From an optimization exercise on the open Yosys and OpenROAD flow, aimed at small area, a short achievable clock period and few clock cycles per item; shortcuts taken in it are not production practice.
The RTL was checked by simulation tests, not by an equivalence proof against the original design.
Power and IR drop assume default switching activity.

File: flow/config.mk
export PLATFORM = sky130hd
export DESIGN_NAME = horizontal_antialias_fir_core
export DESIGN_NICKNAME = horizontal_antialias_fir_core
export VERILOG_FILES = /design/flow/design.v
export SDC_FILE = /design/flow/constraint.sdc
export NUM_CORES = 4
export LEC_CHECK = 0
export CAP_MARGIN = 20
export CORE_MARGIN = 2
export CORE_UTILIZATION = 40
export SETUP_SLACK_MARGIN = 4.2
export SLEW_MARGIN = 20
File: flow/constraint.sdc
create_clock -name core_clock -period 8.5 [get_ports {clk}]
set_input_delay 1.7000 -clock core_clock [delete_from_list [all_inputs] [get_ports {clk}]]
set_output_delay 1.7000 -clock core_clock [all_outputs]
set_load 0.01 [all_outputs]
File: flow/design.v
package hafir_pkg;
  localparam int MAX_LINE_WIDTH = 4096;
  localparam int COL_W = 12;
  localparam int LW_W = 13;
  localparam int CH_W = 8;
  localparam int PIX_W = 24;
endpackage
module hafir_lane #(
  parameter int CPA = 1    
) (
  input  logic       k_pass,
  input  logic       k1,
  input  logic       k3,
  input  logic [7:0] a,
  input  logic [7:0] b,
  input  logic [7:0] c,
  input  logic [7:0] d,
  input  logic [7:0] e,
  output logic [7:0] filt
);
  logic [11:0] o1, o2, o3, p, q;
  logic [11:0] x1, y1, x2, y2, x3, y3;
  logic [11:0] sum;
  assign o1 = {3'd0, b, 1'b0};
  assign o2 = {3'd0, d, 1'b0};
  assign o3 = {3'd0, c, 1'b0};
  assign p  = k3 ? {4'd0, a} : {3'd0, c, 1'b0};
  assign q  = ({12{k1}} & {1'b0, c, 3'b000}) | ({12{k3}} & {4'd0, e});
  logic [11:0] h1, h2, h3;
  assign h1 = o1 ^ o2;
  assign x1 = h1 ^ o3;
  assign y1 = {(o1[10:0] & o2[10:0]) | (h1[10:0] & o3[10:0]), 1'b0};
  assign h2 = x1 ^ y1;
  assign x2 = h2 ^ p;
  assign y2 = {(x1[10:0] & y1[10:0]) | (h2[10:0] & p[10:0]), 1'b0};
  assign h3 = x2 ^ y2;
  assign x3 = h3 ^ q;
  assign y3 = {(x2[10:0] & y2[10:0]) | (h3[10:0] & q[10:0]), 1'b0};
  if (CPA == 0) begin : g_add
    assign sum = x3 + y3;
  end else if (CPA == 1) begin : g_skl
    logic [11:0] g [5];
    logic [11:0] t [5];
    always_comb begin
      g[0] = x3 & y3;
      t[0] = x3 ^ y3;
      for (int l = 0; l < 4; l++) begin
        for (int i = 0; i < 12; i++) begin
          if (((i >> l) & 1) == 1) begin
            g[l+1][i] = g[l][i] | (t[l][i] & g[l][((i >> l) << l) - 1]);
            t[l+1][i] = t[l][i] & t[l][((i >> l) << l) - 1];
          end else begin
            g[l+1][i] = g[l][i];
            t[l+1][i] = t[l][i];
          end
        end
      end
    end
    assign sum = t[0] ^ {g[4][10:0], 1'b0};
  end else begin : g_rc
    logic [12:0] cy;
    assign cy[0] = 1'b0;
    for (genvar i = 0; i < 12; i++) begin : g_bit
      assign sum[i]  = x3[i] ^ y3[i] ^ cy[i];
      assign cy[i+1] = (x3[i] & y3[i]) | (x3[i] & cy[i]) | (y3[i] & cy[i]);
    end
  end
  assign filt = k_pass ? c : (k1 ? sum[11:4] : sum[10:3]);
endmodule
module horizontal_antialias_fir_core (
  input  logic        clk,
  input  logic        rst_n,
  input  logic        in_valid,
  output logic        in_ready,
  input  logic [7:0]  red_in,
  input  logic [7:0]  green_in,
  input  logic [7:0]  blue_in,
  output logic        out_valid,
  input  logic        out_ready,
  output logic [7:0]  red_out,
  output logic [7:0]  green_out,
  output logic [7:0]  blue_out,
  output logic        line_end,
  input  logic        cfg_psel,
  input  logic        cfg_penable,
  input  logic        cfg_pwrite,
  input  logic [2:0]  cfg_paddr,
  input  logic [31:0] cfg_pwdata,
  output logic [31:0] cfg_prdata,
  output logic        cfg_pready
);
  logic [1:0]  filter_sel_r;
  logic [12:0] line_width_r;
  logic [11:0] col_r;
  logic [23:0] w0_r, w1_r, w2_r, w3_r;    
  logic        v2_r, v3_r;                
  logic        t2_r, t3_r;                
  logic        kp_r, k1_r, k3_r;          
  logic [24:0] o_r;                       
  logic        ov_r;
  logic [23:0] px;
  logic [23:0] filt;
  logic        wr_d_r;
  logic        o_free;
  logic        in_acc;
  logic        cfg_wr;
  logic [12:0] col_inc;
  logic        last;
  logic        use_filt;
  logic        emit;
  logic        shift;
  assign px = {red_in, green_in, blue_in};
  assign cfg_pready = 1'b1;
  assign cfg_wr     = cfg_psel && cfg_penable && cfg_pwrite;
  assign cfg_prdata = cfg_paddr[2] ? {19'd0, line_width_r} : {30'd0, filter_sel_r};
  always_ff @(posedge clk) begin
    if (!rst_n) begin
      filter_sel_r <= 2'd0;
      line_width_r <= 13'd640;
    end else if (cfg_wr) begin
      if (cfg_paddr[2]) line_width_r <= cfg_pwdata[12:0];
      else              filter_sel_r <= cfg_pwdata[1:0];
    end
  end
  assign col_inc  = {1'b0, col_r} + 13'd1;
  assign last     = col_inc[12] || (col_inc >= line_width_r);
  assign use_filt = in_acc ? (!last && (col_r >= 12'd3))
                           : ((col_r >= 12'd4) && ({1'b0, col_r} < line_width_r));
  always_ff @(posedge clk) begin
    if (!rst_n) begin
      wr_d_r <= 1'b0;
      kp_r   <= 1'b1;
      k1_r   <= 1'b0;
      k3_r   <= 1'b0;
    end else begin
      wr_d_r <= cfg_wr;
      kp_r   <= !use_filt || (filter_sel_r == 2'd0);
      k1_r   <= filter_sel_r == 2'd1;
      k3_r   <= filter_sel_r == 2'd3;
    end
  end
  assign o_free   = !ov_r || out_ready;
  assign in_ready = !wr_d_r && (!v2_r || o_free);
  assign in_acc   = in_valid && in_ready;
  assign emit     = o_free && v2_r && (in_acc || t2_r || (v3_r && t3_r));
  assign shift    = in_acc || ((!v3_r || t3_r) && (emit || (!v2_r && v3_r)));
  for (genvar l = 0; l < 3; l++) begin : g_lane
    hafir_lane u_lane (
      .k_pass     (kp_r),
      .k1         (k1_r),
      .k3         (k3_r),
      .a          (w0_r[l*8 +: 8]),
      .b          (w1_r[l*8 +: 8]),
      .c          (w2_r[l*8 +: 8]),
      .d          (w3_r[l*8 +: 8]),
      .e          (px[l*8 +: 8]),
      .filt       (filt[l*8 +: 8])
    );
  end
  always_ff @(posedge clk) begin
    if (!rst_n) begin
      v2_r  <= 1'b0;
      v3_r  <= 1'b0;
      col_r <= 12'd0;
    end else begin
      if (shift) begin
        v2_r <= v3_r;
        v3_r <= in_acc;
      end else if (emit) begin
        v2_r <= 1'b0;
      end
      if (in_acc) col_r <= last ? 12'd0 : col_inc[11:0];
    end
  end
  always_ff @(posedge clk) begin
    if (shift) begin
      w0_r <= w1_r;
      w1_r <= w2_r;
      w2_r <= w3_r;
      w3_r <= px;
      t2_r <= t3_r;
      t3_r <= last;
    end
  end
  always_ff @(posedge clk) begin
    if (!rst_n) ov_r <= 1'b0;
    else        ov_r <= emit || (ov_r && !out_ready);
  end
  always_ff @(posedge clk) begin
    if (o_free) o_r <= {filt, t2_r};
  end
  assign out_valid = ov_r;
  assign red_out   = o_r[24:17];
  assign green_out = o_r[16:9];
  assign blue_out  = o_r[8:1];
  assign line_end  = o_r[0];
endmodule
File: flow/flow/run.sh
#!/bin/bash
# The standard layout (the standard.sh, unchanged synthesis), with the
# port buffers inserted as buf_1 cells instead of the resizer's default pick.
set -euo pipefail
bash standard.sh "BUFFER_PORTS_ARGS=-buffer_cell sky130_fd_sc_hd__buf_1"  finish > flow_make.log 2>&1
File: flow/standard.sh
#!/bin/bash
# synth_recipe.tcl (not shown) runs the flow's synth.tcl, then flattens the netlist and writes it again
# the make line also repeats each setting of config.mk as NAME=value (left out here)
make -C /OpenROAD-flow-scripts/flow DESIGN_CONFIG=/design/flow/config.mk WORK_HOME=/design/flow/orfs CLKGATE_MAP_FILE= SYNTH_SCRIPT=/design/flow/synth_recipe.tcl "${@:-finish}"
==> impl_metrics.yaml, run 1 <==
clock_network:
  clk_latency_ns: 0.42
  clockBufferDepth: 2
  clk_pin_slew_worst_paths_ns: 0.06
  cts-htree-levels: 4
  clock_sinks: 157
  cts_root_buf: "clkbuf_16"
  holdBufCountCts: 0
  cts-buffers-inserted: 17
  cts_tree: "done"
power:
  vdd_drop_max_mv: 0.1567
  power_density_nw_per_um2: 233.1
  p_leak_nw: 4.547
flow_run:
  cap_violations: 0
global_routing:
  grt_pass1_wl_mm: 32.04
  grt_pass1_vias: 6238
  grt_start_max_net_pins: 64
  grt_overflow: 0
  grt_usage_pct: 15.59
  antenna_found_initial: 1
route:
  routed_wl_mm: 19.22
  dr.pass1.iters: 4
  drtIter0Drc: 360
  post-route-drc-count: 0
  drt-vias-per-instance: 4.884
  drtAntennaViolNets: 0
  vias: 6305
  wl_per_cell_um: 14.89
hold_path:
  min-delay-start: "w1_r[16]$_DFFE_PP_"
  hold_end: "w0_r[16]$_DFFE_PP_"
  hold_path_depth: 0
  min_path_type: "register to register"
worst_setup_path:
  r2r-start: "w2_r[12]$_DFFE_PP_"
  critPathMaxFanout: 5
  reg2reg_depth: 13
  worstPathCellList: "fa_1 > inv_1 > fa_1 > fa_1 > inv_1 > ha_1 > nand4_1 > o22ai_1 > nor3_1 > fa_1 > nor2_1 > a211oi_1 > a21oi_1"
  cp.required_ns: 8.64
  crit_path_start: "w2_r[12]$_DFFE_PP_"
  critPathLaunchType: "register"
  cp.arrival_ns: 4.28
  end_kind: "register"
  crit_type: "register to register"
  cpMostUsedCell: "fa_1"
  rrSetupSlack_ns: 4.36
  cp_slowest_stage_delay_ns: 0.54
  rr_endpoint: "o_r[13]$_DFFE_PN_"
  slowest_stage: "fa_1"
run_status:
  status: "no timing/DRC/antenna violations"
timing:
  post-route-period-util_pct: 48.71
  finalCriticalPeriod_ns: 4.140
  tightest_slew_ns: 0.8175
  whs_ns: 0.4508
  finalMaxSlewViolations: 0
  rsz0062_at_grt: "yes"
  finalSetupTns_ns: 0
  slew-limit-headroom_pct: 45.30
  worst_clock_skew_ns: 0.01107
  finalHoldViolCount: 0
  max_freq_ghz: 0.2415
  setup_viol: 0
cells_and_area:
  regArea_um2: 4378
  fin_cells: 1291
  area_delta_synth_final_pct: 13.06
  multi_input_area_um2: 4905
  fillers: 2299
  finalNetCount: 1154
  drive_gt1_share_pct: 7.143
logic_synthesis:
  yosysTopAreaCellShare_pct: 37.51
  syn_area_um2: 9847
  synth_common_cells: "edfxtp_1 (123), inv_1 (116), fa_1 (75)"
  ys_seq_elements: 157
  synthFlopType: "edfxtp_1"
  synth_most_common_cell: "edfxtp_1"
  synth_area_leaders: "edfxtp_1 (38%), fa_1 (15%), ha_1 (7.6%), dfxtp_1 (6.9%), inv_1 (4.4%)"
  synth_edf_count: 123
  synth_cells: 866
  ys_warn_count: 4
  ys_types: 52
  async_reset_ff_share_pct: 0
  ys_seq_area_share_pct: 44.42
  postSynthAreaPerCell_um2: 11.37
  yosys.area.top_type: "edfxtp_1"
place:
  numPortBuffers: 84
  place.gp.congestion: 0.8514
  dp_hpwl_mm: 13.88
  placedCellCount: 1252
die:
  die_y_um: 160.9
  die_x_um: 160.9
  ios: 126
  die_area_um2: 25890
  core_area_um2: 24250
  start_util_pct: 40.61
  placementRows: 57
[where the power goes]
group          leakage, nW  switching (mW)  internal [mW]
Clock                0.283           0.307          0.454
Combinational         2.76           0.519          0.379
Sequential            1.50          0.0379          0.898
[final cells by class]
| type | count | area share [%] |
|---|---|---|
| Multi-Input combinational cell | 562 | 44.05 |
| Sequential cell | 157 | 39.32 |
| Clock buffer | 21 | 4.226 |
| Inverter | 119 | 4.012 |
| Timing Repair Buffer | 96 | 3.686 |
| Tap cell | 324 | 3.641 |
| Clock inverter | 11 | 1.034 |
| Antenna cell | 1 | 0.02248 |
[logic make-up after synthesis]
logic type | Yosys count | share of synthesized area [%]
simple gates | 207 | 10.27
buf+inv | 165 | 7.090
flops | 157 | 44.42
compound gates | 142 | 9.556
fa+ha+maj | 135 | 22.87
mux | 36 | 3.761
xor+xnor | 22 | 1.957
other cells | 2 | 0.07627
[metal layers]
layer | GRT usage, % | up-vias | share of wire, %
met1 | 21.45 | 3082 | 47
met2 | 25.46 | 94 | 49
met4 | 4.545 | 0 | 1.4
met3 | 2.686 | 16 | 2.6
li1 | - | 3113 | -
met5 | 0 | - | 0
[how the worst max path moves through the flow]
stage | slack (ns) | cells past startpoint | to
floorplan | 3.87 | 2 | t2_r$_DFFE_PP_
global placement | 3.98 | 12 | o_r[13]$_DFFE_PN_
detailed placement | 4.01 | 12 | o_r[6]$_DFFE_PN_
CTS | 4.26 | 13 | o_r[6]$_DFFE_PN_
global route | 4.16 | 13 | o_r[6]$_DFFE_PN_
finish | 4.36 | 13 | o_r[13]$_DFFE_PN_
[flip-flops by register name, summed over array words and instances (netlist names), 2 cells and up]
register,flops
col_r,12
filter_sel_r,2
line_width_r,13
o_r,25
w0_r,24
w1_r,24
w2_r,24
w3_r,24
[stage by stage]
step / util (%) / setup WS, ns / cell area, um2 / total power, mW
global route: 45.91 / 4.160 / 11130 / 2.816
detailed placement: 43.13 / 4.010 / 10460 / 1.837
floorplan: - / 3.874 / 9940 / 1.662
global placement: 43.13 / 3.981 / 10460 / 1.820
CTS: 45.56 / 4.259 / 11050 / 2.613
finish: 45.91 / 4.360 / 11130 / 2.595
[what timing repair did]
item / 4_1_cts / 5_1_grt
resized for setup: 2 / 8
setup buffers: 0 / 6
endpoints found under the setup margin: 3 / 8
[critical path, delay by kind of cell (launching register included)]
kind            cells  cell delay, ns
compound gates      3            0.53
fa+ha+maj           5            2.43
buf+inv             2            0.09
flops               1            0.48
simple gates        3            0.31
[cells in the final DEF, fill, tap and decap left out, types with 4 or more instances in the layout]
cell type	Yosys	routed
o21ai_0	8	8
nor2b_1	9	8
nor2_1	39	39
o211ai_1	7	7
nand4_1	8	8
edfxtp_1	123	123
o21a_1	5	5
a22oi_1	18	18
mux2i_1	28	28
xor2_1	13	13
a21o_1	4	4
inv_1	116	116
clkbuf_16	0	17
nand2_1	70	70
and2_1	30	30
a21oi_1	40	39
nand3_1	12	12
a22o_1	9	9
dfxtp_1	34	31
nor3_1	13	10
and3_1	9	9
o2111ai_1	4	4
buf_1	2	83
fa_1	75	75
conb_1	2	20
o21ai_1	20	20
mux2_2	5	5
a211oi_1	10	8
buf_4	21	11
ha_1	60	59
clkinv_2	0	4
xnor2_1	9	9
Testbench counts, summed over its fixed seeds: cycles 27,321, items 27,129.
==> run 2: changes to the inputs <==
--- a/flow/config.mk
+++ b/flow/config.mk
@@ -5,8 +5,9 @@
 export SDC_FILE = /design/flow/constraint.sdc
 export NUM_CORES = 4
 export LEC_CHECK = 0
+export ABC_CLOCK_PERIOD_IN_PS = 4000
 export CAP_MARGIN = 20
 export CORE_MARGIN = 2
 export CORE_UTILIZATION = 40
-export SETUP_SLACK_MARGIN = 4.2
+export SETUP_SLACK_MARGIN = 4.5
 export SLEW_MARGIN = 20
==> impl_metrics.yaml, run 2 <==
logic_synthesis:
  synth_fa_ha_area_share_pct: 22.87
  yosysTopAreaCellShare_pct: 37.51
  synth_area_leaders: "edfxtp_1 (38%), fa_1 (15%), ha_1 (7.6%), dfxtp_1 (6.9%), inv_1 (4.4%)"
  synth_common_cells: "edfxtp_1 (123), inv_1 (116), fa_1 (75)"
  yosys.area.top_type: "edfxtp_1"
  synth_xor_area_share_pct: 1.957
  ys_warn_count: 4
  postSynthAreaPerCell_um2: 11.37
  synth_edf_count: 123
  synthFlopType: "edfxtp_1"
  synth-compound-area-share_pct: 9.555
  synth_most_common_cell: "edfxtp_1"
  ys_seq_elements: 157
  ys_seq_area_share_pct: 44.42
  synth_cells: 866
  synth_simple_gate_area_share_pct: 10.27
  syn_area_um2: 9847
  ys_types: 52
  synth_top_family_by_area: "adder cells"
  muxShareOfSynthArea_pct: 3.761
  async_reset_ff_share_pct: 0
run_status:
  status: "no timing/DRC/antenna violations"
route:
  drt-vias-per-instance: 4.917
  routed_wl_mm: 20.43
  post-route-drc-count: 0
  dr.pass1.iters: 4
  wl_per_cell_um: 15.42
  drtAntennaViolNets: 0
  drtIter0Drc: 332
  vias: 6515
timing:
  rsz0062_at_grt: "yes"
  setup_viol: 0
  finalSetupTns_ns: 0
  finalHoldViolCount: 0
  finalCriticalPeriod_ns: 4.056
  whs_ns: 0.4482
  post-route-period-util_pct: 47.72
  tightest_slew_ns: 0.8988
  max_freq_ghz: 0.2466
  worst_clock_skew_ns: 0.01390
  finalMaxSlewViolations: 0
  slew-limit-headroom_pct: 40.08
clock_network:
  clk_pin_slew_worst_paths_ns: 0.06
  clockBufferDepth: 2
  cts_root_buf: "clkbuf_16"
  cts-htree-levels: 4
  cts_tree: "done"
  clk_latency_ns: 0.43
  clock_sinks: 157
  cts-buffers-inserted: 17
worst_setup_path:
  rrSetupSlack_ns: 4.44
  critPathLaunchType: "register"
  cp.required_ns: 8.63
  end_kind: "register"
  critPathMaxFanout: 3
  r2r-start: "w3_r[11]$_DFFE_PP_"
  cp.arrival_ns: 4.18
  crit_type: "register to register"
  crit_path_start: "w3_r[11]$_DFFE_PP_"
cells_and_area:
  most-common-layout-cells: "edfxtp_1 (123), inv_1 (108), buf_1 (81), nand2_1 (70), fa_1 (67)"
  area_delta_synth_final_pct: 18.82
  drive_gt1_share_pct: 14.90
  finalNetCount: 1188
  regArea_um2: 4380
  fin_util_pct: 48.25
  layout_commonest_cell: "edfxtp_1"
  multi_input_area_um2: 5184
  fillers: 2203
  largest_register_ffs: 25
  largest_register: "o_r"
hold_path:
  min-delay-start: "w3_r[0]$_DFFE_PP_"
  min_path_type: "register to register"
global_routing:
  grt_start_max_net_pins: 60
  antenna_found_initial: 1
  grt_pass1_vias: 6479
  grt_pass1_wl_mm: 32.63
  grt_usage_pct: 15.88
  grt_overflow: 0
place:
  place.gp.congestion: 0.8011
  numPortBuffers: 84
  dp_hpwl_mm: 13.92
die:
  die_area_um2: 25890
  ios: 126
  start_util_pct: 40.61
  die_y_um: 160.9
  die_x_um: 160.9
  placementRows: 57
  core_area_um2: 24250
power:
  vdd_drop_max_mv: 0.1506
  power_density_nw_per_um2: 239.0
  p_leak_nw: 4.730
  finalPower_mw: 2.797
flow_run:
  cap_violations: 0
-- run 2: cell counts after synthesis --
Identical to the previous run, type by type.
-- run 2: what timing repair did --
item | in CTS | in global routing
gates cloned | 0 | 2
setup endpoints to repair | 31 | 21
pin swaps | 18 | 22
resized for setup | 28 | 28
setup buffers | 24 | 15
hold buffers | 0 | 0
-- run 2: kinds of logic after synthesis --
family                   Yosys count
multiplexers                      36
AND/OR/NAND/NOR                  207
flip-flops                       157
other                              2
AO/OA/AOI/OAI                    142
adder cells (fa/ha/maj)          135
buffers and inverters            165
XOR/XNOR                          22
-- run 2: power by group --
part | switching, mW | internal, mW
clock network | 0.309 | 0.406
logic | 0.615 | 0.534
registers | 0.0342 | 0.898
-- run 2: worst max-delay path, stage by stage (launching register included) --
cell	delay, ns
edfxtp_1	0.42
fa_1	0.54
inv_1	0.05
fa_1	0.53
inv_1	0.05
fa_1	0.51
ha_4	0.30
nand4_1	0.16
o22ai_2	0.19
nor3_2	0.08
fa_2	0.54
nor2_1	0.04
a211oi_1	0.26
a21oi_1	0.08
-- run 2: routing by layer --
metal | wire [um] | GRT usage (%) | up-vias
met5 | 0 | 0 | -
met4 | 427 | 6.006 | 0
met3 | 554 | 2.428 | 28
met2 | 10000 | 25.79 | 93
met1 | 9446 | 21.58 | 3204
li1 | - | - | 3190
-- run 2: final timing paths --
| path | end | depth (start not counted) |
|---|---|---|
| max | o_r[13]$_DFFE_PN_ | 13 |
| min | w2_r[0]$_DFFE_PP_ | 0 |
| max reg2reg | o_r[13]$_DFFE_PN_ | 13 |
| min reg2reg | w2_r[0]$_DFFE_PP_ | 0 |
-- run 2: layout make-up --
| class | instances | area share (%) |
|---|---|---|
| tap | 324 | 3.465 |
| multi-input combinational | 562 | 44.31 |
| clock buffer | 22 | 3.828 |
| timing repair buffer | 130 | 6.363 |
| sequential | 157 | 37.44 |
| antenna | 1 | 0.02139 |
| inverter | 119 | 3.818 |
| clock inverter | 10 | 0.7593 |
-- run 2: stage by stage --
stage,area [um2],instances,worst slack (ns)
after floorplan,10010,884,3.874
after global placement,10520,1251,4.039
after detailed placement,10520,1251,4.040
after CTS,11400,1307,4.466
after global routing,11700,1325,4.312
final,11700,1325,4.444
==> run 3: changes to the inputs <==
--- a/flow/config.mk
+++ b/flow/config.mk
@@ -5,9 +5,8 @@
 export SDC_FILE = /design/flow/constraint.sdc
 export NUM_CORES = 4
 export LEC_CHECK = 0
-export ABC_CLOCK_PERIOD_IN_PS = 4000
 export CAP_MARGIN = 20
 export CORE_MARGIN = 2
 export CORE_UTILIZATION = 40
-export SETUP_SLACK_MARGIN = 4.5
+export SETUP_SLACK_MARGIN = 5
 export SLEW_MARGIN = 20
==> impl_metrics.yaml, run 3 <==
run_status:
  status: "no timing/DRC/antenna violations"
hold_path:
  hold_path_depth: 0
  min-delay-start: "w3_r[0]$_DFFE_PP_"
  hold_end: "w2_r[0]$_DFFE_PP_"
  min_path_type: "register to register"
logic_synthesis:
  ys_warn_count: 4
  synth_edf_count: 123
  yosys.area.top_type: "edfxtp_1"
  postSynthAreaPerCell_um2: 11.37
  async_reset_ff_share_pct: 0
  synth_cells: 866
  ys_types: 52
  ys_seq_elements: 157
  synth_common_cells: "edfxtp_1 (123), inv_1 (116), fa_1 (75)"
  ys_seq_area_share_pct: 44.42
  yosysTopAreaCellShare_pct: 37.51
  synth_most_common_cell: "edfxtp_1"
  synth_area_leaders: "edfxtp_1 (38%), fa_1 (15%), ha_1 (7.6%), dfxtp_1 (6.9%), inv_1 (4.4%)"
  synthFlopType: "edfxtp_1"
  syn_area_um2: 9847
power:
  p_int_mw: 1.878
  switching_share_pct: 35.24
  power_density_nw_per_um2: 238.6
  p_leak_nw: 4.935
  vdd_drop_max_mv: 0.1739
  power_switching_mw: 1.022
  seq_power_share_pct: 32.1
  p_comb_share_pct: 44.3
  clockPowerShare_pct: 23.6
cells_and_area:
  drive_gt1_share_pct: 21.65
  largest_register_ffs: 25
  finalNetCount: 1204
  area_delta_synth_final_pct: 23.43
  diodes: 0
  largest_register: "o_r"
  most-common-layout-cells: "edfxtp_1 (123), inv_1 (101), nand2_1 (68), fa_1 (67), buf_1 (64)"
  layout_commonest_cell: "edfxtp_1"
  fin_util_pct: 50.12
die:
  die_area_um2: 25890
  start_util_pct: 40.61
  placementRows: 57
  ios: 126
  core_area_um2: 24250
  die_x_um: 160.9
  die_y_um: 160.9
worst_setup_path:
  reg2reg_depth: 13
  end_kind: "register"
  crit_type: "primary input to register"
  critPathLaunchType: "primary input"
  r2r-start: "w3_r[6]$_DFFE_PP_"
  cp.required_ns: 8.62
  critPathMaxFanout: 3
  rr_endpoint: "o_r[6]$_DFFE_PN_"
  cp.arrival_ns: 4.16
  rrSetupSlack_ns: 4.48
timing:
  finalSetupTns_ns: 0
  finalCriticalPeriod_ns: 4.040
  setup_viol: 0
  slew-limit-headroom_pct: 37.28
  finalHoldViolCount: 0
  finalMaxSlewViolations: 0
  tightest_slew_ns: 0.9408
  max_freq_ghz: 0.2475
  rsz0062_at_grt: "yes"
  post-route-period-util_pct: 47.53
  worst_clock_skew_ns: 0.01034
clock_network:
  clock_sinks: 157
  clk_latency_ns: 0.43
  cts_tree: "done"
  cts-htree-levels: 4
  clockBufferDepth: 2
  cts_root_buf: "clkbuf_16"
  clk_pin_slew_worst_paths_ns: 0.06
  holdBufCountCts: 0
  cts-buffers-inserted: 17
route:
  drtAntennaViolNets: 0
  vias: 6545
  dr.pass1.iters: 4
  post-route-drc-count: 0
  routed_wl_mm: 20.83
  drt-vias-per-instance: 4.884
  drtIter0Drc: 313
  wl_per_cell_um: 15.55
flow_run:
  cap_violations: 0
global_routing:
  antenna_found_initial: 0
  grt_usage_pct: 16.87
  grt_overflow: 0
  grt_start_max_net_pins: 64
  grt_pass1_vias: 6852
  grt_pass1_wl_mm: 34.38
place:
  dp_hpwl_mm: 13.96
  numPortBuffers: 84
  place.gp.congestion: 0.7685
==> run 3: metrics by stage <==
stage               total power [mW]  cell area (um2)  hold slack (ns)  setup WS (ns)  cells
CTS                            2.796            11910           0.4548          4.433   1326
finish                         2.900            12150           0.4573          4.460   1340
global route                   3.114            12150           0.4670          4.321   1340
floorplan                      1.756            10170           0.4264          3.874    884
detailed placement             1.940            10660           0.4394          4.006   1251
global placement               1.923            10660           0.4336          4.036   1251
==> run 3: power groups by stage <==
stage | clock [mW] | sequential (mW) | combinational, mW
final | 0.686 | 0.931 | 1.28
after global routing | 0.734 | 0.939 | 1.44
after CTS | 0.704 | 0.932 | 1.16
after detailed placement | 0 | 0.955 | 0.985
after global placement | 0 | 0.953 | 0.970
after floorplan | 0 | 0.951 | 0.805
==> run 3: kinds of logic after synthesis <==
kind of cell,share of synthesized area [%]
xor gates and xnor gates,1.957
adders and majority gates,22.87
other,0.07627
DFF,44.42
AOI/OAI and AO/OA,9.556
buffers and inverters,7.090
and+or+nand+nor,10.27
muxes,3.761
==> run 3: worst max-delay path, cell delays in order <==
cell,delay (ns)
buf_1,0.15
a22oi_1,0.10
fa_1,0.51
inv_1,0.06
ha_4,0.28
nand4_1,0.15
nor3_2,0.27
nor3_2,0.07
fa_2,0.54
nor2_1,0.05
a211oi_2,0.21
a21oi_1,0.07
==> run 3: worst max path at each step <==
stage | startpoint | end | cells after the start
finish | blue_in[5] | o_r[6]$_DFFE_PN_ | 12
global placement | blue_in[7] | o_r[5]$_DFFE_PN_ | 12
global route | w3_r[6]$_DFFE_PP_ | o_r[6]$_DFFE_PN_ | 13
CTS | w3_r[11]$_DFFE_PP_ | o_r[13]$_DFFE_PN_ | 13
floorplan | out_ready | t2_r$_DFFE_PP_ | 2
detailed placement | blue_in[7] | o_r[5]$_DFFE_PN_ | 12
==> run 3: repair_timing <==
item | 4_1_cts | 5_1_grt
gates resized for setup | 59 | 45
gates cloned | 3 | 0
pin swaps | 42 | 29
setup endpoints to repair | 101 | 108
buffers inserted | 40 | 14
==> run 3: metal layers <==
| layer | GRT usage, % | part of all wire [%] |
|---|---|---|
| met5 | 0 | 0 |
| met4 | 4.708 | 1.3 |
| met3 | 2.273 | 2.9 |
| met2 | 28.60 | 50 |
| met1 | 22.79 | 46 |
==> run 3: final cells by class <==
class                   count  area (um2)
clock buffers              18       429.2
inverters                 119       446.7
fillers                  2178       12090
repair buffers            146        1041
multi-input cells         562        5358
well taps                 324       405.4
flip-flops and latches    157        4380
clock inverters            14       93.84
==> run 4: changes to the inputs <==
--- a/flow/config.mk
+++ b/flow/config.mk
@@ -8,5 +8,8 @@
 export CAP_MARGIN = 20
 export CORE_MARGIN = 2
 export CORE_UTILIZATION = 40
-export SETUP_SLACK_MARGIN = 5
+export CTS_BUF_LIST = sky130_fd_sc_hd__clkbuf_8
+export CTS_CLUSTER_DIAMETER = 100
+export CTS_CLUSTER_SIZE = 50
+export SETUP_SLACK_MARGIN = 4.0
 export SLEW_MARGIN = 20
==> impl_metrics.yaml, run 4 <==
logic_synthesis:
  ys_types: 52
  ys_warn_count: 4
  async_reset_ff_share_pct: 0
  ys_seq_area_share_pct: 44.42
  synth_cells: 866
  yosys.area.top_type: "edfxtp_1"
  synth_fa_ha_area_share_pct: 22.87
  synth_common_cells: "edfxtp_1 (123), inv_1 (116), fa_1 (75)"
  postSynthAreaPerCell_um2: 11.37
  synth-compound-area-share_pct: 9.555
  synth_area_leaders: "edfxtp_1 (38%), fa_1 (15%), ha_1 (7.6%), dfxtp_1 (6.9%), inv_1 (4.4%)"
  synth_edf_count: 123
  syn_area_um2: 9847
  synth_most_common_cell: "edfxtp_1"
  muxShareOfSynthArea_pct: 3.761
  yosysTopAreaCellShare_pct: 37.51
  synthFlopType: "edfxtp_1"
  synth_simple_gate_area_share_pct: 10.27
  synth_xor_area_share_pct: 1.957
  ys_seq_elements: 157
  synth_top_family_by_area: "adder cells"
worst_setup_path:
  cpMostUsedCell: "buf_1"
  cp.arrival_ns: 2.65
  end_kind: "output pin"
  slowest_stage: "buf_1"
  cp_slowest_stage_delay_ns: 0.42
  crit_buf_inv: 2
  cp.required_ns: 6.80
  worstPathCellList: "buf_1 > mux2_2 > buf_1"
  critPathLaunchType: "primary input"
  critPathTopFamily: "buffers and inverters"
  critPathMaxFanout: 16
  crit_type: "primary input to output pin"
clock_network:
  cts_setup_buffers: 0
  holdBufCountCts: 0
  clk_latency_ns: 0.46
  cts-htree-levels: 4
  clk_pin_slew_worst_paths_ns: 0.08
  clockBufferDepth: 2
  cts_tree: "done"
  cts_root_buf: "clkbuf_8"
  clock_sinks: 157
  cts-buffers-inserted: 17
die:
  ios: 126
  placementRows: 57
  start_util_pct: 40.61
  die_y_um: 160.9
  die_x_um: 160.9
  core_area_um2: 24250
  die_area_um2: 25890
flow_run:
  cap_violations: 0
timing:
  slew-limit-headroom_pct: 46.00
  worst_clock_skew_ns: 0.01421
  max_freq_ghz: 0.2296
  tightest_slew_ns: 0.8099
  setup_viol: 0
  whs_ns: 0.4530
  fin_ws_ns: 4.145
  finalMaxSlewViolations: 0
  finalSetupTns_ns: 0
  post-route-period-util_pct: 51.23
  finalHoldViolCount: 0
  finalCriticalPeriod_ns: 4.355
  rsz0062_at_grt: "no"
route:
  dr.pass1.iters: 5
  drt-vias-per-instance: 4.878
  post-route-drc-count: 0
  routed_wl_mm: 18.98
  drtAntennaViolNets: 0
  vias: 6268
  wl_per_cell_um: 14.77
  drtIter0Drc: 328
cells_and_area:
  drive_gt1_share_pct: 5.625
  largest_register_ffs: 25
  largest_register: "o_r"
  area_delta_synth_final_pct: 10.27
  most-common-layout-cells: "edfxtp_1 (123), inv_1 (117), buf_1 (84), fa_1 (75), nand2_1 (70)"
  layout_commonest_cell: "edfxtp_1"
  finalNetCount: 1148
global_routing:
  grt_usage_pct: 15.43
  grt_overflow: 0
  antenna_found_initial: 1
  grt_start_max_net_pins: 64
  grt_pass1_vias: 6201
  grt_pass1_wl_mm: 31.73
run_status:
  status: "no timing/DRC/antenna violations"
power:
  power_density_nw_per_um2: 219.2
  vdd_drop_max_mv: 0.1154
  p_leak_nw: 4.431
place:
  dp_hpwl_mm: 13.88
  place.gp.congestion: 0.8514
  pre_cts_ws_ns: 4.010
  numPortBuffers: 84
hold_path:
  min_path_type: "register to register"
[run 4: cell counts after synthesis]
No cell type changed its count.
[run 4: worst paths after layout]
| kind | startpoint | end | slack, ns | depth (start not counted) |
|---|---|---|---|---|
| worst min register to register | w1_r[0]$_DFFE_PP_ | w0_r[0]$_DFFE_PP_ | 0.45 | 0 |
| worst max register to register | w2_r[2]$_DFFE_PP_ | o_r[5]$_DFFE_PN_ | 4.32 | 13 |
| worst min-delay path | w1_r[0]$_DFFE_PP_ | w0_r[0]$_DFFE_PP_ | 0.45 | 0 |
| worst max-delay path | cfg_paddr[2] | cfg_prdata[1] | 4.15 | 3 |
[run 4: through the flow]
stage	area, um2	power, mW	instances	util (%)
finish	10860	2.380	1285	44.78
floorplan	9940	1.662	884	-
CTS	10850	2.412	1284	44.75
global route	10860	2.597	1285	44.78
detailed placement	10460	1.837	1252	43.13
global placement	10460	1.820	1252	43.13
[run 4: repair_timing]
item,CTS,global route
gates resized for setup,0,1
setup endpoints to repair,0,4
endpoints found under the hold margin,0,0
[run 4: routing by layer]
layer	track usage, %	wire [um]
met1	21.35	9052
met2	24.95	9086
met3	2.608	536
met4	4.789	308
met5	0	0
[run 4: cell type report]
| type | instances | area, um2 |
|---|---|---|
| multi-input combinational | 562 | 4867 |
| antenna | 1 | 2.502 |
| clock inverter | 12 | 118.9 |
| clock buffer | 20 | 275.3 |
| tap | 324 | 405.4 |
| timing repair buffer | 90 | 364.1 |
| sequential | 157 | 4378 |
| fill | 2336 | 13390 |
| inverter | 119 | 446.7 |
[run 4: power breakdown]
part / internal [mW] / switching, mW / leakage (nW) / total, mW
Sequential: 0.897 / 0.0394 / 1.50 / 0.936
Clock: 0.281 / 0.286 / 0.200 / 0.567
Combinational: 0.372 / 0.505 / 2.73 / 0.877
Total: 1.55 / 0.830 / 4.43 / 2.38
[run 4: logic make-up (layout without fill, tap and decap cells)]
group                    count (synthesis)  in the layout
buffers and inverters                  165            241
AND/OR/NAND/NOR                        207            207
AO/OA/AOI/OAI                          142            142
XOR/XNOR                                22             22
multiplexers                            36             36
flip-flops                             157            157
adder cells (fa/ha/maj)                135            135
other                                    2             21
==> run 5: changes to the inputs <==
--- a/flow/config.mk
+++ b/flow/config.mk
@@ -11,5 +11,5 @@
 export CTS_BUF_LIST = sky130_fd_sc_hd__clkbuf_8
 export CTS_CLUSTER_DIAMETER = 100
 export CTS_CLUSTER_SIZE = 50
-export SETUP_SLACK_MARGIN = 4.0
+export SETUP_SLACK_MARGIN = 3.8
 export SLEW_MARGIN = 20
==> impl_metrics.yaml, run 5 <==
worst_setup_path:
  cp.required_ns: 6.80
  end_kind: "output pin"
  cp.arrival_ns: 2.66
  critPathMaxFanout: 16
  critPathTopFamily: "buffers and inverters"
  critPathLaunchType: "primary input"
  worstPathCellList: "buf_1 > mux2_2 > buf_1"
  crit_buf_inv: 2
  cp_slowest_stage_delay_ns: 0.43
  slowest_stage: "buf_1"
  crit_type: "primary input to output pin"
  cpMostUsedCell: "buf_1"
timing:
  fin_ws_ns: 4.140
  post-route-period-util_pct: 51.29
  finalSetupTns_ns: 0
  slew-limit-headroom_pct: 44.77
  finalMaxSlewViolations: 0
  finalCriticalPeriod_ns: 4.360
  worst_clock_skew_ns: 0.01953
  finalHoldViolCount: 0
  whs_ns: 0.4532
  rsz0062_at_grt: "no"
  setup_viol: 0
  max_freq_ghz: 0.2294
  tightest_slew_ns: 0.8254
logic_synthesis:
  ys_seq_area_share_pct: 44.42
  yosysTopAreaCellShare_pct: 37.51
  syn_area_um2: 9847
  synthFlopType: "edfxtp_1"
  yosys.area.top_type: "edfxtp_1"
  ys_types: 52
  postSynthAreaPerCell_um2: 11.37
  synth_common_cells: "edfxtp_1 (123), inv_1 (116), fa_1 (75)"
  synth_edf_count: 123
  ys_warn_count: 4
  synth_most_common_cell: "edfxtp_1"
  async_reset_ff_share_pct: 0
  ys_seq_elements: 157
  synth_cells: 866
  synth_area_leaders: "edfxtp_1 (38%), fa_1 (15%), ha_1 (7.6%), dfxtp_1 (6.9%), inv_1 (4.4%)"
power:
  clockPowerShare_pct: 25.4
  seq_power_share_pct: 38.6
  finalPower_mw: 2.426
  switching_share_pct: 33.98
  power_density_nw_per_um2: 222.9
  power_switching_mw: 0.8243
  p_comb_share_pct: 36.0
  p_leak_nw: 4.465
  p_int_mw: 1.602
  vdd_drop_max_mv: 0.09148
hold_path:
  min_path_type: "register to register"
die:
  start_util_pct: 40.61
  die_y_um: 160.9
  ios: 126
  die_area_um2: 25890
  die_x_um: 160.9
  placementRows: 57
  core_area_um2: 24250
cells_and_area:
  largest_register_ffs: 25
  layout_commonest_cell: "edfxtp_1"
  drive_gt1_share_pct: 5.417
  fin_cells: 1284
  most-common-layout-cells: "edfxtp_1 (123), inv_1 (119), buf_1 (84), fa_1 (75), nand2_1 (70)"
  area_delta_synth_final_pct: 10.52
  largest_register: "o_r"
  finalNetCount: 1148
  diodes: 0
route:
  vias: 6299
  routed_wl_mm: 18.76
  post-route-drc-count: 0
  drt-vias-per-instance: 4.906
  drtIter0Drc: 349
  drtAntennaViolNets: 0
  dr.pass1.iters: 4
  wl_per_cell_um: 14.61
clock_network:
  cts_tree: "done"
  clock_sinks: 157
  cts_resized: 0
  cts_root_buf: "clkbuf_8"
  cts-htree-levels: 4
  holdBufCountCts: 0
  clk_pin_slew_worst_paths_ns: 0.07
  clk_latency_ns: 0.46
  cts_setup_buffers: 0
  clockBufferDepth: 2
  cts-buffers-inserted: 17
global_routing:
  busiest_layer: "met2"
  grt_overflow: 0
  grt_pass1_vias: 6293
  grt_use_met1_pct: 21.01
  grt_usage_pct: 15.24
  grt_util_met3_pct: 2.970
  grt_start_max_net_pins: 66
  antenna_found_initial: 0
  grt_pass1_wl_mm: 31.22
  grtUsageMet2_pct: 24.68
run_status:
  status: "no timing/DRC/antenna violations"
place:
  dp_hpwl_mm: 13.89
  placedCellCount: 1252
  pre_cts_ws_ns: 4.006
  numPortBuffers: 84
  place.gp.congestion: 0.8418
flow_run:
  cap_violations: 0
[run 5: worst paths after layout]
path / startpoint / end / slack (ns) / cells after the start
worst max-delay path: cfg_paddr[2] / cfg_prdata[0] / 4.14 / 3
worst min-delay path: w1_r[8]$_DFFE_PP_ / w0_r[8]$_DFFE_PP_ / 0.45 / 0
worst max register to register: k3_r$_SDFF_PN0_ / o_r[14]$_DFFE_PN_ / 4.25 / 12
worst min register to register: w1_r[8]$_DFFE_PP_ / w0_r[8]$_DFFE_PP_ / 0.45 / 0
[run 5: cell type report]
class,instances,area (um2)
timing repair buffer,90,360.3
clock buffer,19,261.5
multi-input combinational,562,4860
tap,324,405.4
clock inverter,13,171.4
sequential,157,4378
fill,2377,13370
inverter,119,446.7
[run 5: cells by family after synthesis]
logic type | share of synthesized area [%]
multiplexers | 3.761
other | 0.07627
flip-flops | 44.42
XOR/XNOR | 1.957
buffers and inverters | 7.090
AO/OA/AOI/OAI | 9.556
adder cells (fa/ha/maj) | 22.87
AND/OR/NAND/NOR | 10.27
[run 5: per-layer routing]
metal	vias up	wire [um]
li1	3104	-
met1	3098	9047
met2	83	8993
met3	14	517
met4	0	202
met5	-	0
[run 5: power groups by stage]
stage	Combinational (mW)	Clock, mW	Sequential [mW]
finish	0.874	0.616	0.936
floorplan	0.712	0	0.951
detailed placement	0.880	0	0.955
CTS	0.889	0.638	0.938
global route	1.02	0.660	0.945
global placement	0.867	0	0.953
[run 5: per-stage QoR]
stage               cell area [um2]  util, %
CTS                           10880    44.88
finish                        10880    44.88
global placement              10450    43.10
floorplan                      9932        -
detailed placement            10450    43.10
global route                  10880    44.88
==> run 6: changes to the inputs <==
--- a/flow/config.mk
+++ b/flow/config.mk
@@ -7,9 +7,9 @@
 export LEC_CHECK = 0
 export CAP_MARGIN = 20
 export CORE_MARGIN = 2
-export CORE_UTILIZATION = 40
+export CORE_UTILIZATION = 60
 export CTS_BUF_LIST = sky130_fd_sc_hd__clkbuf_8
 export CTS_CLUSTER_DIAMETER = 100
 export CTS_CLUSTER_SIZE = 50
-export SETUP_SLACK_MARGIN = 3.8
+export SETUP_SLACK_MARGIN = 4.2
 export SLEW_MARGIN = 20
==> impl_metrics.yaml, run 6 <==
worst_setup_path:
  worstPathCellList: "fa_1 > inv_1 > fa_1 > fa_1 > inv_1 > ha_1 > nand4_1 > o21a_1 > fa_1 > xor2_1 > mux2i_1 > mux2_2"
  crit_buf_inv: 2
  rr_endpoint: "o_r[2]$_DFFE_PN_"
  r2r-start: "w3_r[2]$_DFFE_PP_"
  reg2reg_depth: 12
  slowest_stage: "fa_1"
  crit_path_start: "w3_r[2]$_DFFE_PP_"
  critPathTopFamily: "adder cells"
  critPathMaxFanout: 3
  crit_type: "register to register"
  cp_slowest_stage_delay_ns: 0.56
  cp.arrival_ns: 4.35
  end_kind: "register"
  cpMostUsedCell: "fa_1"
  critPathLaunchType: "register"
  cp.required_ns: 8.70
  rrSetupSlack_ns: 4.35
die:
  start_util_pct: 61.76
  die_x_um: 132.1
  die_area_um2: 17450
  placementRows: 46
  core_area_um2: 15940
  die_y_um: 132.1
  ios: 126
logic_synthesis:
  synthFlopType: "edfxtp_1"
  yosysTopAreaCellShare_pct: 37.51
  ys_seq_elements: 157
  synth_most_common_cell: "edfxtp_1"
  async_reset_ff_share_pct: 0
  synth_common_cells: "edfxtp_1 (123), inv_1 (116), fa_1 (75)"
  synth_area_leaders: "edfxtp_1 (38%), fa_1 (15%), ha_1 (7.6%), dfxtp_1 (6.9%), inv_1 (4.4%)"
  postSynthAreaPerCell_um2: 11.37
  synth_edf_count: 123
  yosys.area.top_type: "edfxtp_1"
  syn_area_um2: 9847
  synth_cells: 866
  ys_seq_area_share_pct: 44.42
  ys_types: 52
  ys_warn_count: 4
place:
  place.gp.congestion: 0.8606
  dp_hpwl_mm: 14.34
  placedCellCount: 1143
  numPortBuffers: 84
timing:
  finalHoldViolCount: 0
  finalCriticalPeriod_ns: 4.146
  worst_clock_skew_ns: 0.01258
  tightest_slew_ns: 0.9324
  post-route-period-util_pct: 48.78
  max_freq_ghz: 0.2412
  finalMaxSlewViolations: 0
  finalSetupTns_ns: 0
  setup_viol: 0
  slew-limit-headroom_pct: 37.61
  rsz0062_at_grt: "yes"
global_routing:
  grt_overflow: 0
  grt_pass1_vias: 6837
  grt_use_met1_pct: 30.58
  busiest_layer: "met2"
  grt_start_max_net_pins: 62
  grtUsageMet2_pct: 41.96
  grt_util_met3_pct: 4.306
  grt_usage_pct: 23.67
  antenna_found_initial: 0
  grt_pass1_wl_mm: 32.94
cells_and_area:
  largest_register_ffs: 25
  fin_util_pct: 68.39
  area_delta_synth_final_pct: 10.72
  fin_cells: 1190
  finalNetCount: 1162
  multi_input_area_um2: 4898
  regArea_um2: 4375
  drive_gt1_share_pct: 7.392
  largest_register: "o_r"
  diodes: 0
  fillers: 1248
  layout_commonest_cell: "edfxtp_1"
  most-common-layout-cells: "edfxtp_1 (123), inv_1 (118), buf_1 (83), fa_1 (75), nand2_1 (70)"
clock_network:
  cts_root_buf: "clkbuf_8"
  clk_pin_slew_worst_paths_ns: 0.08
  cts_tree: "done"
  clock_sinks: 157
  cts-buffers-inserted: 17
  clk_latency_ns: 0.45
  clockBufferDepth: 2
  cts-htree-levels: 4
route:
  drtIter0Drc: 440
  drt-vias-per-instance: 5.489
  wl_per_cell_um: 16.36
  drtAntennaViolNets: 0
  post-route-drc-count: 0
  dr.pass1.iters: 5
  routed_wl_mm: 19.47
  vias: 6532
hold_path:
  min_path_type: "register to register"
  min-delay-start: "w3_r[0]$_DFFE_PP_"
  hold_path_depth: 0
  hold_end: "w2_r[0]$_DFFE_PP_"
run_status:
  status: "no timing/DRC/antenna violations"
power:
  finalPower_mw: 2.470
  vdd_drop_max_mv: 0.1399
  p_leak_nw: 4.535
  power_density_nw_per_um2: 226.6
flow_run:
  cap_violations: 0
run 6: changes by cell type in the layout (fill, tap and decap cells not counted), sizes merged:
| cell | delta |
|---|---|
| buf | +13 |
| bufinv | +1 |
| clkbuf | -1 |
| clkinv | +4 |
| inv | -3 |
run 6: routing by layer:
metal | wire, um | part of all wire [%]
met5 | 0 | 0
met3 | 730 | 3.7
met2 | 10080 | 52
met4 | 123 | 0.63
met1 | 8533 | 44
run 6: layout make-up:
cell class              instances  share of cell area [%]
clock buffers                  17                   2.146
clock inverters                15                   1.882
inverters                     119                   4.097
multi-input cells             562                   44.93
flip-flops and latches        157                   40.13
well taps                     216                   2.479
repair buffers                104                   4.338
run 6: repair_timing:
item	4_1_cts	5_1_grt
hold buffers	0	0
setup buffers	0	15
setup endpoints to repair	2	14
gates resized for setup	1	9
pin swaps	0	2
cloned	0	0
run 6: worst reg2reg max path: stages, from the launching register on:
cell and delay, ns:
edfxtp_1 0.44, fa_1 0.56, inv_1 0.06, fa_1 0.52, fa_1 0.55, inv_1 0.04
ha_1 0.33, nand4_1 0.15, o21a_1 0.24, fa_1 0.38, xor2_1 0.22, mux2i_1 0.13
mux2_2 0.29
run 6: logic make-up (layout without fill, tap and decap cells):
logic type	Yosys count	in the layout	synth area share, %
and+or+nand+nor	207	207	10.27
buffers and inverters	165	255	7.090
DFF	157	157	44.42
AOI/OAI and AO/OA	142	142	9.556
adders and majority gates	135	135	22.87
muxes	36	36	3.761
xor gates and xnor gates	22	22	1.957
other	2	20	0.07627
run 6: power breakdown:
part	internal [mW]	switching (mW)
combinational	0.388	0.535
clock	0.344	0.269
sequential	0.897	0.0374
run 6: stage by stage:
step / instance area, um2 / setup slack, ns / hold WS, ns
after floorplan: 9940 / 3.874 / 0.4264
after global placement: 10310 / 4.027 / 0.4329
after detailed placement: 10310 / 4.002 / 0.4390
after CTS: 10750 / 4.214 / 0.4600
after global routing: 10900 / 4.149 / 0.4702
final: 10900 / 4.354 / 0.4530
run 6: worst max-delay path by stage:
stage                   endpoint  slack (ns)  depth (start not counted)
5_1_grt         o_r[2]$_DFFE_PN_        4.15                         12
2_1_floorplan     t2_r$_DFFE_PP_        3.87                          2
6_report        o_r[2]$_DFFE_PN_        4.35                         12
3_3_place_gp    o_r[5]$_DFFE_PN_        4.03                         12
4_1_cts         o_r[6]$_DFFE_PN_        4.21                         13
3_5_place_dp   o_r[13]$_DFFE_PN_        4.00                         12
==> run 7: changes to the inputs <==
--- a/flow/config.mk
+++ b/flow/config.mk
@@ -7,9 +7,10 @@
 export LEC_CHECK = 0
 export CAP_MARGIN = 20
 export CORE_MARGIN = 2
-export CORE_UTILIZATION = 60
+export CORE_UTILIZATION = 40
 export CTS_BUF_LIST = sky130_fd_sc_hd__clkbuf_8
 export CTS_CLUSTER_DIAMETER = 100
 export CTS_CLUSTER_SIZE = 50
 export SETUP_SLACK_MARGIN = 4.2
 export SLEW_MARGIN = 20
+export TNS_END_PERCENT = 10
==> impl_metrics.yaml, run 7 <==
route:
  drt-vias-per-instance: 4.900
  routed_wl_mm: 19.06
  drtAntennaViolNets: 0
  vias: 6326
  wl_per_cell_um: 14.76
  dr.pass1.iters: 5
  drtIter0Drc: 372
  post-route-drc-count: 0
clock_network:
  cts-buffers-inserted: 17
  holdBufCountCts: 0
  cts_tree: "done"
  cts_root_buf: "clkbuf_8"
  clk_pin_slew_worst_paths_ns: 0.09
  clk_latency_ns: 0.46
  cts-htree-levels: 4
  clockBufferDepth: 2
  clock_sinks: 157
die:
  die_y_um: 160.9
  start_util_pct: 40.61
  core_area_um2: 24250
  die_area_um2: 25890
  ios: 126
  placementRows: 57
  die_x_um: 160.9
power:
  power_density_nw_per_um2: 219.2
  p_leak_nw: 4.467
  finalPower_mw: 2.399
  vdd_drop_max_mv: 0.1165
global_routing:
  grt_start_max_net_pins: 64
  antenna_found_initial: 1
  grt_pass1_vias: 6201
  grt_usage_pct: 15.43
  grt_pass1_wl_mm: 31.73
  grt_overflow: 0
logic_synthesis:
  synth_most_common_cell: "edfxtp_1"
  ys_seq_area_share_pct: 44.42
  postSynthAreaPerCell_um2: 11.37
  synth_edf_count: 123
  ys_warn_count: 4
  ys_seq_elements: 157
  yosys.area.top_type: "edfxtp_1"
  ys_types: 52
  yosysTopAreaCellShare_pct: 37.51
  synthFlopType: "edfxtp_1"
  synth_cells: 866
  async_reset_ff_share_pct: 0
  synth_area_leaders: "edfxtp_1 (38%), fa_1 (15%), ha_1 (7.6%), dfxtp_1 (6.9%), inv_1 (4.4%)"
  synth_common_cells: "edfxtp_1 (123), inv_1 (116), fa_1 (75)"
  syn_area_um2: 9847
timing:
  finalCriticalPeriod_ns: 4.147
  finalMaxSlewViolations: 0
  max_freq_ghz: 0.2412
  post-route-period-util_pct: 48.78
  fin_ws_ns: 4.353
  finalHoldViolCount: 0
  setup_viol: 0
  rsz0062_at_grt: "yes"
  slew-limit-headroom_pct: 45.99
  worst_clock_skew_ns: 0.01421
  whs_ns: 0.4532
  finalSetupTns_ns: 0
  tightest_slew_ns: 0.8101
run_status:
  status: "no timing/DRC/antenna violations"
place:
  pre_cts_ws_ns: 4.010
  placedCellCount: 1252
  numPortBuffers: 84
  dp_hpwl_mm: 13.88
  place.gp.congestion: 0.8514
flow_run:
  cap_violations: 0
cells_and_area:
  most-common-layout-cells: "edfxtp_1 (123), inv_1 (117), buf_1 (83), fa_1 (75), nand2_1 (70)"
  regArea_um2: 4378
  largest_register: "o_r"
  largest_register_ffs: 25
  finalNetCount: 1154
  drive_gt1_share_pct: 7.143
  fin_cells: 1291
  layout_commonest_cell: "edfxtp_1"
  fillers: 2331
  area_delta_synth_final_pct: 11.16
  multi_input_area_um2: 4906
worst_setup_path:
  reg2reg_depth: 13
  rrSetupSlack_ns: 4.35
  cp.required_ns: 8.68
  end_kind: "register"
  crit_type: "register to register"
  cp.arrival_ns: 4.33
  critPathMaxFanout: 5
  critPathLaunchType: "register"
  cp-endpoint: "o_r[13]$_DFFE_PN_"
  rr_endpoint: "o_r[13]$_DFFE_PN_"
  r2r-start: "w2_r[12]$_DFFE_PP_"
  crit_path_start: "w2_r[12]$_DFFE_PP_"
hold_path:
  min_path_type: "register to register"
## run 7: layer usage
metal / share of wire, % / vias to the layer above / wire, um / track usage, %
li1: - / 3111 / - / -
met1: 48 / 3093 / 9070 / 21.35
met2: 48 / 97 / 9128 / 24.95
met3: 2.9 / 25 / 545 / 2.608
met4: 1.7 / 0 / 316 / 4.789
met5: 0 / - / 0 / 0
## run 7: kinds of logic after synthesis
| group | share of synthesized area [%] |
|---|---|
| multiplexers | 3.761 |
| XOR/XNOR | 1.957 |
| AND/OR/NAND/NOR | 10.27 |
| other | 0.07627 |
| AO/OA/AOI/OAI | 9.556 |
| flip-flops | 44.42 |
| buffers and inverters | 7.090 |
| adder cells (fa/ha/maj) | 22.87 |
## run 7: layout make-up
class / instances / share of cell area (%)
Antenna cell: 1 / 0.02286
Clock buffer: 20 / 2.515
Clock inverter: 12 / 1.086
Inverter: 119 / 4.081
Multi-Input combinational cell: 562 / 44.82
Sequential cell: 157 / 40.00
Tap cell: 324 / 3.704
Timing Repair Buffer: 96 / 3.772
## run 7: power breakdown
part | switching, mW | internal, mW | leakage [nW]
clock | 0.286 | 0.281 | 0.200
sequential | 0.0380 | 0.897 | 1.50
combinational | 0.516 | 0.380 | 2.76
total | 0.841 | 1.56 | 4.47
## run 7: through the flow
stage	utilization (%)	instance area, um2
floorplan	-	9940
global placement	43.13	10460
detailed placement	43.13	10460
CTS	44.76	10850
global route	45.14	10950
finish	45.14	10950
## run 7: worst min path at each step
stage               slack, ns               from  depth (start not counted)                 to
floorplan                0.43  w1_r[0]$_DFFE_PP_                          0  w0_r[0]$_DFFE_PP_
global placement         0.43  w1_r[8]$_DFFE_PP_                          0  w0_r[8]$_DFFE_PP_
detailed placement       0.44  w1_r[0]$_DFFE_PP_                          0  w0_r[0]$_DFFE_PP_
CTS                      0.46  w1_r[0]$_DFFE_PP_                          0  w0_r[0]$_DFFE_PP_
global route             0.47  w1_r[0]$_DFFE_PP_                          0  w0_r[0]$_DFFE_PP_
finish                   0.45  w1_r[0]$_DFFE_PP_                          0  w0_r[0]$_DFFE_PP_
## run 7: worst max-delay path: stages, from the launching register on
cell      delay (ns)
edfxtp_1        0.49
fa_1            0.54
inv_1           0.05
fa_1            0.50
fa_1            0.54
inv_1           0.04
ha_1            0.35
nand4_1         0.14
nor3_1          0.24
nor3_1          0.10
fa_1            0.51
nor2_1          0.04
a211oi_1        0.24
a21oi_1         0.08
## run 7: what timing repair did
action,CTS,global route
resized for setup,1,10
pin swaps,0,1
setup buffers,0,6
setup endpoints to repair,2,16
==> run 8: changes to the inputs <==
--- a/flow/config.mk
+++ b/flow/config.mk
@@ -13,4 +13,4 @@
 export CTS_CLUSTER_SIZE = 50
 export SETUP_SLACK_MARGIN = 4.2
 export SLEW_MARGIN = 20
-export TNS_END_PERCENT = 10
+export TNS_END_PERCENT = 30
==> impl_metrics.yaml, run 8 <==
logic_synthesis:
  synth_area_leaders: "edfxtp_1 (38%), fa_1 (15%), ha_1 (7.6%), dfxtp_1 (6.9%), inv_1 (4.4%)"
  synth_edf_count: 123
  postSynthAreaPerCell_um2: 11.37
  synth_common_cells: "edfxtp_1 (123), inv_1 (116), fa_1 (75)"
  synth_cells: 866
  ys_seq_area_share_pct: 44.42
  yosys.area.top_type: "edfxtp_1"
  async_reset_ff_share_pct: 0
  ys_types: 52
  ys_seq_elements: 157
  syn_area_um2: 9847
  synth_most_common_cell: "edfxtp_1"
  yosysTopAreaCellShare_pct: 37.51
  ys_warn_count: 4
  synthFlopType: "edfxtp_1"
global_routing:
  antenna_found_initial: 1
  grt_pass1_vias: 6201
  grt_start_max_net_pins: 64
  grt_overflow: 0
  grt_usage_pct: 15.43
  grt_pass1_wl_mm: 31.73
power:
  power_switching_mw: 0.8412
  clockPowerShare_pct: 23.6
  p_leak_nw: 4.471
  switching_share_pct: 35.06
  finalPower_mw: 2.400
  p_int_mw: 1.558
  power_density_nw_per_um2: 219.1
  vdd_drop_max_mv: 0.1165
  seq_power_share_pct: 38.9
  p_comb_share_pct: 37.4
die:
  die_area_um2: 25890
  start_util_pct: 40.61
  die_y_um: 160.9
  placementRows: 57
  die_x_um: 160.9
  ios: 126
  core_area_um2: 24250
route:
  drt-vias-per-instance: 4.888
  routed_wl_mm: 19.06
  drtIter0Drc: 359
  vias: 6315
  drtAntennaViolNets: 0
  dr.pass1.iters: 5
  post-route-drc-count: 0
  wl_per_cell_um: 14.75
place:
  dp_hpwl_mm: 13.88
  placedCellCount: 1252
  place.gp.congestion: 0.8514
  numPortBuffers: 84
timing:
  post-route-period-util_pct: 48.78
  worst_clock_skew_ns: 0.01435
  finalMaxSlewViolations: 0
  max_freq_ghz: 0.2412
  finalHoldViolCount: 0
  rsz0062_at_grt: "yes"
  slew-limit-headroom_pct: 45.99
  setup_viol: 0
  finalCriticalPeriod_ns: 4.146
  finalSetupTns_ns: 0
  tightest_slew_ns: 0.8102
worst_setup_path:
  crit_path_start: "w2_r[12]$_DFFE_PP_"
  cp.arrival_ns: 4.33
  end_kind: "register"
  reg2reg_depth: 13
  rrSetupSlack_ns: 4.35
  rr_endpoint: "o_r[13]$_DFFE_PN_"
  critPathMaxFanout: 5
  critPathLaunchType: "register"
  crit_type: "register to register"
  r2r-start: "w2_r[12]$_DFFE_PP_"
  cp-endpoint: "o_r[13]$_DFFE_PN_"
  cp.required_ns: 8.68
clock_network:
  clock_sinks: 157
  cts_tree: "done"
  clk_pin_slew_worst_paths_ns: 0.09
  cts-htree-levels: 4
  clockBufferDepth: 2
  clk_latency_ns: 0.46
  cts-buffers-inserted: 17
  cts_root_buf: "clkbuf_8"
cells_and_area:
  drive_gt1_share_pct: 7.239
  area_delta_synth_final_pct: 11.23
  fin_util_pct: 45.17
  layout_commonest_cell: "edfxtp_1"
  fin_cells: 1292
  finalNetCount: 1155
  largest_register: "o_r"
  largest_register_ffs: 25
  most-common-layout-cells: "edfxtp_1 (123), inv_1 (117), buf_1 (83), fa_1 (75), nand2_1 (70)"
flow_run:
  cap_violations: 0
run_status:
  status: "no timing/DRC/antenna violations"
hold_path:
  min_path_type: "register to register"
==> run 8: cell counts after synthesis <==
Identical to the previous run, type by type.
==> run 8: power by group through the flow <==
stage | combinational (mW) | clock, mW | sequential [mW]
after floorplan | 0.712 | 0 | 0.951
after global placement | 0.867 | 0 | 0.953
after detailed placement | 0.881 | 0 | 0.955
after CTS | 0.891 | 0.584 | 0.938
after global routing | 1.06 | 0.616 | 0.943
final | 0.898 | 0.567 | 0.934
==> run 8: logic make-up after synthesis <==
| kind of cell | count (synthesis) | synth area share (%) |
|---|---|---|
| xor gates and xnor gates | 22 | 1.957 |
| buffers and inverters | 165 | 7.090 |
| and+or+nand+nor | 207 | 10.27 |
| muxes | 36 | 3.761 |
| AOI/OAI and AO/OA | 142 | 9.556 |
| adders and majority gates | 135 | 22.87 |
| DFF | 157 | 44.42 |
| other | 2 | 0.07627 |
==> run 8: critical path: stages (launching register included) <==
cell and delay (ns):
edfxtp_1 0.49, fa_1 0.54, inv_1 0.05, fa_1 0.50, fa_1 0.54, inv_1 0.04
ha_1 0.35, nand4_1 0.14, nor3_1 0.24, nor3_1 0.10, fa_1 0.51, nor2_1 0.04
a211oi_1 0.24, a21oi_1 0.08
==> run 8: worst min path at each step <==
stage / start / to / slack, ns / cells past startpoint
2_1_floorplan: w1_r[0]$_DFFE_PP_ / w0_r[0]$_DFFE_PP_ / 0.43 / 0
3_3_place_gp: w1_r[8]$_DFFE_PP_ / w0_r[8]$_DFFE_PP_ / 0.43 / 0
3_5_place_dp: w1_r[0]$_DFFE_PP_ / w0_r[0]$_DFFE_PP_ / 0.44 / 0
4_1_cts: w1_r[0]$_DFFE_PP_ / w0_r[0]$_DFFE_PP_ / 0.46 / 0
5_1_grt: w1_r[0]$_DFFE_PP_ / w0_r[0]$_DFFE_PP_ / 0.47 / 0
6_report: w1_r[0]$_DFFE_PP_ / w0_r[0]$_DFFE_PP_ / 0.45 / 0
==> run 8: routing by layer <==
metal	track usage, %	up-vias	share of wire [%]
met1	21.35	3086	47
met5	0	-	0
met4	4.789	0	1.6
met3	2.608	24	3.1
met2	24.95	92	48
li1	-	3113	-
==> run 8: layout make-up <==
type	count	area, um2
well taps	324	405.4
fillers	2331	13300
inverters	119	446.7
repair buffers	97	420.4
diodes	1	2.502
clock inverters	12	118.9
multi-input cells	562	4906
flip-flops and latches	157	4378
clock buffers	20	275.3
==> run 8: per-stage QoR <==
stage | setup slack [ns] | instance area (um2) | hold slack (ns)
2_1_floorplan | 3.874 | 9940 | 0.4264
3_3_place_gp | 3.981 | 10460 | 0.4321
3_5_place_dp | 4.010 | 10460 | 0.4373
4_1_cts | 4.215 | 10850 | 0.4554
5_1_grt | 4.157 | 10950 | 0.4746
6_report | 4.354 | 10950 | 0.4532
==> run 8: timing repair <==
action / CTS / global route
endpoints found under the setup margin: 2 / 16
hold buffers: 0 / 0
setup buffers: 0 / 7
pin swaps: 0 / 1
gates resized for setup: 1 / 10
==> run 9: changes to the inputs <==
--- a/flow/config.mk
+++ b/flow/config.mk
@@ -11,6 +11,5 @@
 export CTS_BUF_LIST = sky130_fd_sc_hd__clkbuf_8
 export CTS_CLUSTER_DIAMETER = 100
 export CTS_CLUSTER_SIZE = 50
-export SETUP_SLACK_MARGIN = 4.2
+export SETUP_SLACK_MARGIN = 4.35
 export SLEW_MARGIN = 20
-export TNS_END_PERCENT = 30
==> impl_metrics.yaml, run 9 <==
run_status:
  status: "no timing/DRC/antenna violations"
route:
  dr.pass1.iters: 4
  vias: 6459
  drtIter0Drc: 353
  drt-vias-per-instance: 4.931
  drtAntennaViolNets: 0
  routed_wl_mm: 20.19
timing:
  finalMaxSlewViolations: 0
  rsz0062_at_grt: "yes"
  post-route-period-util_pct: 48.01
  finalHoldViolCount: 0
  tightest_slew_ns: 0.8974
  worst_clock_skew_ns: 0.01236
logic_synthesis:
  synth_most_common_cell: "edfxtp_1"
  ys_types: 52
  ys_seq_area_share_pct: 44.42
  async_reset_ff_share_pct: 0
  ys_seq_elements: 157
  ys_warn_count: 4
  synth_area_leaders: "edfxtp_1 (38%), fa_1 (15%), ha_1 (7.6%), dfxtp_1 (6.9%), inv_1 (4.4%)"
  yosysTopAreaCellShare_pct: 37.51
  synth_edf_count: 123
  synth_common_cells: "edfxtp_1 (123), inv_1 (116), fa_1 (75)"
  yosys.area.top_type: "edfxtp_1"
  syn_area_um2: 9847
cells_and_area:
  multi_input_area_um2: 5165
  largest_register_ffs: 25
  stdcell_area_um2: 11410
  fin_cells: 1310
  area_delta_synth_final_pct: 15.83
  drive_gt1_share_pct: 12.88
worst_setup_path:
  worstPathCellList: "fa_1 > inv_2 > fa_1 > inv_1 > fa_1 > ha_4 > nand4_1 > nor3_2 > nor3_2 > fa_2 > nor2_1 > a211oi_1 > a21oi_1"
  cp_slowest_stage_delay_ns: 0.54
  crit_buf_inv: 2
  cpMostUsedCell: "fa_1"
  crit_type: "register to register"
  critPathLaunchType: "register"
  critPathMaxFanout: 3
  cp.arrival_ns: 4.25
  cp.required_ns: 8.67
  rrSetupSlack_ns: 4.42
  reg2reg_depth: 13
  cp_num_cells: 13
  r2r-start: "w2_r[11]$_DFFE_PP_"
global_routing:
  grt_overflow: 0
  grt_start_max_net_pins: 65
  antenna_found_initial: 0
  grt_usage_pct: 15.49
  grt_pass1_wl_mm: 31.71
die:
  die_y_um: 160.9
  core_area_um2: 24250
  die_area_um2: 25890
  placementRows: 57
  die_x_um: 160.9
clock_network:
  holdBufCountCts: 0
  clk_latency_ns: 0.47
  clock_sinks: 157
  clockBufferDepth: 2
  clk_pin_slew_worst_paths_ns: 0.09
  cts-buffers-inserted: 17
  cts_tree: "done"
  cts-htree-levels: 4
power:
  power_density_nw_per_um2: 227.7
  p_leak_nw: 4.579
place:
  numPortBuffers: 84
  dpl_cell_area_um2: 10450
  placedCellCount: 1251
  dp_hpwl_mm: 13.90
hold_path:
  min_path_type: "register to register"
  min-delay-start: "w3_r[0]$_DFFE_PP_"
flow_run:
  cap_violations: 0
==> run 9: cell types whose count changed in the layout (fill, tap and decap cells not counted), moves of 7 or more <==
cell	before	now
ha_1	59	45
buf_4	12	29
inv_2	3	10
inv_1	117	110
ha_4	0	15
==> run 9: power by group <==
part	internal, mW	total [mW]	switching [mW]	leakage, nW
sequential	0.896	0.931	0.0346	1.51
clock	0.278	0.580	0.302	0.202
combinational	0.497	1.09	0.590	2.87
==> run 9: cells by family (layout without fill, tap and decap cells) <==
group	after synthesis	in the layout	share of synthesized area (%)
buffers and inverters	165	267	7.090
muxes	36	36	3.761
xor gates and xnor gates	22	22	1.957
AOI/OAI and AO/OA	142	142	9.556
and+or+nand+nor	207	207	10.27
DFF	157	157	44.42
adders and majority gates	135	135	22.87
other	2	20	0.07627
==> run 9: worst reg2reg max path, cell delays in order, from the launching register on <==
cell,delay (ns)
edfxtp_1,0.46
fa_1,0.54
inv_2,0.04
fa_1,0.53
inv_1,0.05
fa_1,0.51
ha_4,0.30
nand4_1,0.16
nor3_2,0.29
nor3_2,0.07
fa_2,0.53
nor2_1,0.04
a211oi_1,0.19
a21oi_1,0.07
==> run 9: repair_timing <==
action	CTS	global route
gates cloned	0	2
endpoints found under the setup margin	29	18
pin swaps	0	42
resized for setup	5	50
setup buffers	5	20
==> run 9: layout make-up <==
| class | instances | area share, % |
|---|---|---|
| Sequential cell | 157 | 38.41 |
| Tap cell | 324 | 3.554 |
| Clock inverter | 13 | 1.229 |
| Multi-Input combinational cell | 562 | 45.28 |
| Timing Repair Buffer | 116 | 5.320 |
| Clock buffer | 19 | 2.293 |
| Inverter | 119 | 3.916 |
==> run 9: worst max-delay path by stage <==
| stage | from | to | slack (ns) |
|---|---|---|---|
| 2_1_floorplan | out_ready | t2_r$_DFFE_PP_ | 3.87 |
| 3_3_place_gp | blue_in[5] | o_r[6]$_DFFE_PN_ | 3.95 |
| 3_5_place_dp | green_in[5] | o_r[14]$_DFFE_PN_ | 3.96 |
| 4_1_cts | w2_r[19]$_DFFE_PP_ | o_r[21]$_DFFE_PN_ | 4.36 |
| 5_1_grt | w2_r[11]$_DFFE_PP_ | o_r[13]$_DFFE_PN_ | 4.29 |
| 6_report | w2_r[11]$_DFFE_PP_ | o_r[14]$_DFFE_PN_ | 4.42 |
==> run 9: per-stage QoR <==
step                      power (mW)  util [%]  hold slack (ns)  worst slack [ns]
after global placement         1.821     43.10           0.4326             3.950
final                          2.598     47.04           0.4509             4.419
after floorplan                1.662         -           0.4264             3.874
after detailed placement       1.839     43.10           0.4411             3.955
after CTS                      2.428     44.98           0.4556             4.360
after global routing           2.808     47.04           0.4533             4.288
==> run 9: layer usage <==
layer	share of wire (%)	track usage, %	vias up
met4	1.0	3.937	0
met2	49	25.22	81
li1	-	-	3159
met3	2.8	3.357	14
met5	0	0	-
met1	47	21.18	3205

Check on run 9: ideal ports give 4.419 ns setup slack; a clkbuf_16 on the clock port and buf_2 on the inputs give 4.398 ns; moving port delays by the midpoint clock arrival (0.502 ns) as well gives 3.949 ns.
